What follows belongs to an exercise in optimizing a design on an open flow for small area and a short achievable clock period; a production flow would make more cautious choices.
The RTL was checked by simulation tests, not by an equivalence proof against the original design.
No driver is modelled on the clock port, so clocking that relies on it looks cheaper here than on a real chip.
Power and IR drop assume default switching activity.

==> job 9426: inputs <==
==> flow/design.v (excerpt) <==
module conv_peak_detect
#(
  parameter int unsigned MAX_LEN = 8,
  parameter int unsigned IDX_W   = 4
) (
  input  logic                  clk,
  input  logic                  rst,
  input  logic                  in_valid,
  input  logic [2*conv_pkg::SAMPLE_W-1:0] in_data,
  output logic                  out_valid,
  output conv_pkg::energy_t        out_peak,
  output logic [IDX_W-1:0]      out_idx,
  output logic [IDX_W-1:0]      out_len,
  output logic                  out_ovf,
  output logic                  out_err
);
  localparam int unsigned LO_W = 8;
  localparam int unsigned HI_W = 38 - LO_W;
  logic             st_acc;
  logic             st_d1;
  logic             st_d2;
  logic             st_rep;
  logic             idle;
  logic [IDX_W-1:0] len;
  logic             ovf;
  logic             first;
  logic             accept;
  assign idle   = !(st_acc || st_d1 || st_d2 || st_rep);
  assign first  = idle && in_valid;
  assign accept = in_valid && (idle || (st_acc && len < IDX_W'(MAX_LEN)));
  logic                            v1, f1;
  logic [2*conv_pkg::SAMPLE_W-1:0] d1;
  logic            v2, f2;
  logic [LO_W-1:0] lo2_n, lo_t;
  logic            lc2_n, lc_t;
  ...
Settings: LEC_CHECK=0, ABC_CLOCK_PERIOD_IN_PS=4000, CAP_MARGIN=20, CORE_MARGIN=2, CORE_UTILIZATION=40, PLACE_DENSITY=0.6, SETUP_SLACK_MARGIN=3.0, SLEW_MARGIN=20, SYNTH_HIERARCHICAL=1, SYNTH_MINIMUM_KEEP_SIZE=0; clock period 7.5 ns.
run.sh (not shown) runs the stock make flow with config.mk's settings and CLKGATE_MAP_FILE= SYNTH_SCRIPT=/design/flow/synth_recipe.tcl, a recipe that flattens the netlist after the stock synthesis.
==> inputs of job 9360, as changes to job 9426 <==
==> flow/flow/run.sh (new file) <==
#!/bin/bash
set -euo pipefail
export BUFFER_PORTS_ARGS="-buffer_cell sky130_fd_sc_hd__buf_1"
bash standard.sh > standard.log 2>&1
==> flow/standard.sh (new file) <==
#!/bin/bash
# synth_recipe.tcl (not shown) runs the flow's synth.tcl, then flattens the netlist and writes it again
# the make line also repeats each setting of config.mk as NAME=value (left out here)
make -C /OpenROAD-flow-scripts/flow DESIGN_CONFIG=/design/flow/config.mk WORK_HOME=/design/flow/orfs CLKGATE_MAP_FILE= SYNTH_SCRIPT=/design/flow/synth_recipe.tcl "${@:-finish}"
- CTS_CLUSTER_DIAMETER: not set -> 80
- CTS_CLUSTER_SIZE: not set -> 22
- SETUP_SLACK_MARGIN: 3.0 -> 3.8
removed: flow/run.sh
==> results.tsv <==
stage	metric	value	unit
status	outcome	timing/DRC/antenna clean	
sta	Max Fclk	235	MHz
critical_path	Crit path arrival time	4.68	ns
grt	vias in the first global route	10800	
critical_path	Worst R2R Setup Slack	3.24	ns
power_and_ir_drop	Sw Share	39.6	%
layout	Seq/total area	25.9	%
layout	multi-input gates	1038	
layout	area delta synth->final	8.12	%
layout	most frequent cells in the layout	304 x fa_1, 284 x nand2_1, 160 x dfxtp_1, 99 x nor2_1, 84 x clkdlybuf4s50_1	
power_and_ir_drop	P_comb	2.92	mW
# the run above: job 9426

==> results.tsv <==
stage	metric	value	unit
status	outcome	timing/DRC/antenna clean	
layout	fraction of standard cell area in multi-input logic	62.2	%
critical_path	Worst R2R Setup Slack	3.87	ns
sta	Max Fclk	275	MHz
clocking	post-CTS setup buffer count	0	
critical_path	Crit path arrival time	4.01	ns
layout	multi-input gates	1039	
power_and_ir_drop	Sw Share	41.3	%
layout	most frequent cells in the layout	304 x fa_1, 284 x nand2_1, 137 x dfxtp_1, 99 x nor2_1, 84 x buf_1	
clocking	CTS clk-pin slew, worst paths	0.09	ns
sta	clk_skew	0.0236	ns
layout	Diodes inserted	0	
grt	vias in the first global route	10800	
power_and_ir_drop	Clk network pwr share	14.8	%
power_and_ir_drop	P_comb	2.93	mW
# the run above: job 9360


========
==> inputs of build 58 <==
conv_peak_detect again, from the RTL that the note above started with.
export LEC_CHECK = 0
export ABC_CLOCK_PERIOD_IN_PS = 4000
export CAP_MARGIN = 20
export CORE_MARGIN = 2
export CORE_UTILIZATION = 40
export PLACE_DENSITY = 0.6
export SETUP_SLACK_MARGIN = 4.1
export SLEW_MARGIN = 20
export SYNTH_HIERARCHICAL = 1
export SYNTH_MINIMUM_KEEP_SIZE = 0
create_clock -name core_clock -period 7.5 [get_ports {clk}]
Stock flow here: none of the scripts above is used.
==> inputs of build 25, as changes to build 58 <==
==> flow/flow/run.sh (new file) <==
#!/bin/bash
set -euo pipefail
here=$(pwd)
export BUFFER_PORTS_ARGS="-buffer_cell sky130_fd_sc_hd__buf_1"
export CTS_ARGS="-sink_clustering_enable -repair_clock_nets -sink_clustering_size 22 -sink_clustering_max_diameter 80 -dont_use_dummy_load"
export SKIP_CTS_REPAIR_TIMING=1
export POST_CTS_TCL="$here/flow/skew.tcl"
bash standard.sh > standard.log 2>&1
==> flow/flow/skew.tcl (new file) <==
# POST_CTS hook: delay the clock of the carry-save registers (the tree's
# output register, hs2_n/hc2_n/lo2_n/lc2_n) by one small clock buffer per
# group of up to four of them on the same leaf clock net. This moves time
# from the stage after them (compare against the running maximum) to the
# stage before them (the squarer tree); both stages are register to
# register, none of these registers has a path from an input or to an output.
# Then the setup/hold repair that CTS would have run (SKIP_CTS_REPAIR_TIMING
# is set by run.sh so it runs here, once, with the skew in place).
set block [ord::get_db_block]
set master [[ord::get_db] findMaster sky130_fd_sc_hd__clkbuf_2]
set groups [dict create]
foreach inst [$block getInsts] {
  if {![regexp {^(hs2_n|hc2_n|lo2_n|lc2_n)\[?} [$inst getName]]} { continue }
  set ck [$inst findITerm CLK]
  if {$ck eq "NULL" || $ck eq ""} { continue }
  set net [$ck getNet]
  dict lappend groups [$net getName] $inst
}
set n 0
dict for {netname insts} $groups {
  set net [$block findNet $netname]
  set sorted [lsort -command {apply {{a b} {
    set la [$a getLocation]; set lb [$b getLocation]
    expr {[lindex $la 0] + [lindex $la 1] < [lindex $lb 0] + [lindex $lb 1] ? -1 : 1}
  }}} $insts]
  for {set i 0} {$i < [llength $sorted]} {incr i 4} {
    set grp [lrange $sorted $i [expr {$i + 3}]]
    set buf [odb::dbInst_create $block $master "skew_buf_$n"]
    set bnet [odb::dbNet_create $block "skew_clk_$n"]
    $bnet setSigType CLOCK
    [$buf findITerm A] connect $net
    [$buf findITerm X] connect $bnet
    set sx 0; set sy 0
    foreach f $grp {
      set ck [$f findITerm CLK]
      $ck disconnect
      $ck connect $bnet
      set l [$f getLocation]
      incr sx [lindex $l 0]; incr sy [lindex $l 1]
    }
    set k [llength $grp]
    $buf setLocation [expr {$sx / $k}] [expr {$sy / $k}]
    $buf setPlacementStatus PLACED
    incr n
  }
}
puts "skew.tcl: inserted $n clock buffers for [dict size $groups] leaf nets"
global_connect
detailed_placement
estimate_parasitics -placement
repair_timing_helper
detailed_placement
check_placement -verbose
==> flow/standard.sh (new file) <==
#!/bin/bash
# synth_recipe.tcl (not shown) runs the flow's synth.tcl, then flattens the netlist and writes it again
# the make line also repeats each setting of config.mk as NAME=value (left out here)
make -C /OpenROAD-flow-scripts/flow DESIGN_CONFIG=/design/flow/config.mk WORK_HOME=/design/flow/orfs CLKGATE_MAP_FILE= SYNTH_SCRIPT=/design/flow/synth_recipe.tcl "${@:-finish}"
--- a/flow/config.mk
+++ b/flow/config.mk
@@ -9,8 +9,10 @@
 export CAP_MARGIN = 20
 export CORE_MARGIN = 2
 export CORE_UTILIZATION = 40
+export CTS_CLUSTER_DIAMETER = 80
+export CTS_CLUSTER_SIZE = 22
 export PLACE_DENSITY = 0.6
-export SETUP_SLACK_MARGIN = 4.1
+export SETUP_SLACK_MARGIN = 3.8
 export SLEW_MARGIN = 20
 export SYNTH_HIERARCHICAL = 1
 export SYNTH_MINIMUM_KEEP_SIZE = 0
removed: flow/run.sh
==> inputs of trial 44, as changes to build 58 <==
==> flow/flow/run.sh (new file) <==
#!/bin/bash
set -euo pipefail
export BUFFER_PORTS_ARGS="-buffer_cell sky130_fd_sc_hd__buf_1"
export CTS_ARGS="-sink_clustering_enable -repair_clock_nets -sink_clustering_size 22 -sink_clustering_max_diameter 80 -dont_use_dummy_load"
bash standard.sh > standard.log 2>&1
==> flow/standard.sh (new file) <==
#!/bin/bash
# synth_recipe.tcl (not shown) runs the flow's synth.tcl, then flattens the netlist and writes it again
# the make line also repeats each setting of config.mk as NAME=value (left out here)
make -C /OpenROAD-flow-scripts/flow DESIGN_CONFIG=/design/flow/config.mk WORK_HOME=/design/flow/orfs CLKGATE_MAP_FILE= SYNTH_SCRIPT=/design/flow/synth_recipe.tcl "${@:-finish}"
--- a/flow/config.mk
+++ b/flow/config.mk
@@ -9,8 +9,10 @@
 export CAP_MARGIN = 20
 export CORE_MARGIN = 2
 export CORE_UTILIZATION = 40
+export CTS_CLUSTER_DIAMETER = 80
+export CTS_CLUSTER_SIZE = 22
 export PLACE_DENSITY = 0.6
-export SETUP_SLACK_MARGIN = 4.1
+export SETUP_SLACK_MARGIN = 3.9
 export SLEW_MARGIN = 20
 export SYNTH_HIERARCHICAL = 1
 export SYNTH_MINIMUM_KEEP_SIZE = 0
removed: flow/run.sh
==> summary.md <==
| Metric | Value |
|---|---|
| Hold Buf Count CTS | `0` |
| Total Power | `5.55 mW` |
| Critical-path cell list | `buf_12 -> and2_2 -> fa_2 -> fa_1 -> fa_2 -> fa_2 -> fa_1 -> fa_1` |
| Routed length per instance | `19.9 microns` |
| Synth-to-Final Area Change | `8.47%` |
| CTS Buf Count | `16` |
| Status | `finished clean` |
The numbers above come from trial 44.

==> summary.md <==
| Metric | Value |
|---|---|
| Status | `finished clean` |
| Setup ws final | `between 3000 and 4000 ps` |
| Critical-path cell list | `buf_4 -> nand2_1 -> fa_2 -> fa_2 -> fa_1 -> fa_2 -> fa_1 -> fa_1` |
| CTS Buf Count | `25` |
| Routed length on met2 | `slightly below 20 mm` |
| Routed length per instance | `between 15 and 20 microns` |
| Diodes inserted | `0` |
| Synth-to-Final Area Change | `19.3%` |
| TAP cells | `525` |
| Total Power | `6.15 mW` |
| Hold Buf Count CTS | `0` |
The numbers above come from build 58.

==> summary.md <==
| Metric | Value |
|---|---|
| Status | `finished clean` |
| Synth-to-Final Area Change | `3.40%` |
| Drt pass-1 iters | `8` |
| Final core occ | `41.8%` |
| Critical-path cell list | `nand2_1 -> fa_1 -> fa_1 -> fa_1 -> fa_1 -> fa_1 -> fa_1` |
| Routed length per instance | `19.5 microns` |
The numbers above come from build 25.

==> afterwards: timing with drivers on the ports <==
How much do the figures lean on ideal ports? The routed layouts below were timed once more, with nothing changed but the port constraints. Step 1, drivers: a clkbuf_16 drives clk and a buf_2 each remaining input, both assumed. Step 2, shift: input delay + t, output delay - t, t = (earliest + latest rising clock arrival at the registers) / 2. This alone moves slack from input paths to output paths. Three values: ideal, step 1, step 2; two values: the first two.
run | t (ns) | setup WS [ns] | worst setup path at the end | worst slew at a driven data input, ns | pins driven straight from the clock port
job 9426 | 0.583 | 3.238 / 3.238 / 3.238 | register to register | 0.05 | 1
job 9360 | 0.553 | 3.870 / 3.870 / 3.870 | register to register | 0.04 | 1
build 58 | 0.579 | 3.959 / 3.959 / 3.959 | register to register | 0.04 | 1
build 25 | 0.599 | 3.861 / 3.861 / 3.861 | register to register | 0.05 | 1
trial 44 | 0.540 | 3.932 / 3.932 / 3.932 | register to register | 0.05 | 1
After both steps setup and hold are still met in every run listed.
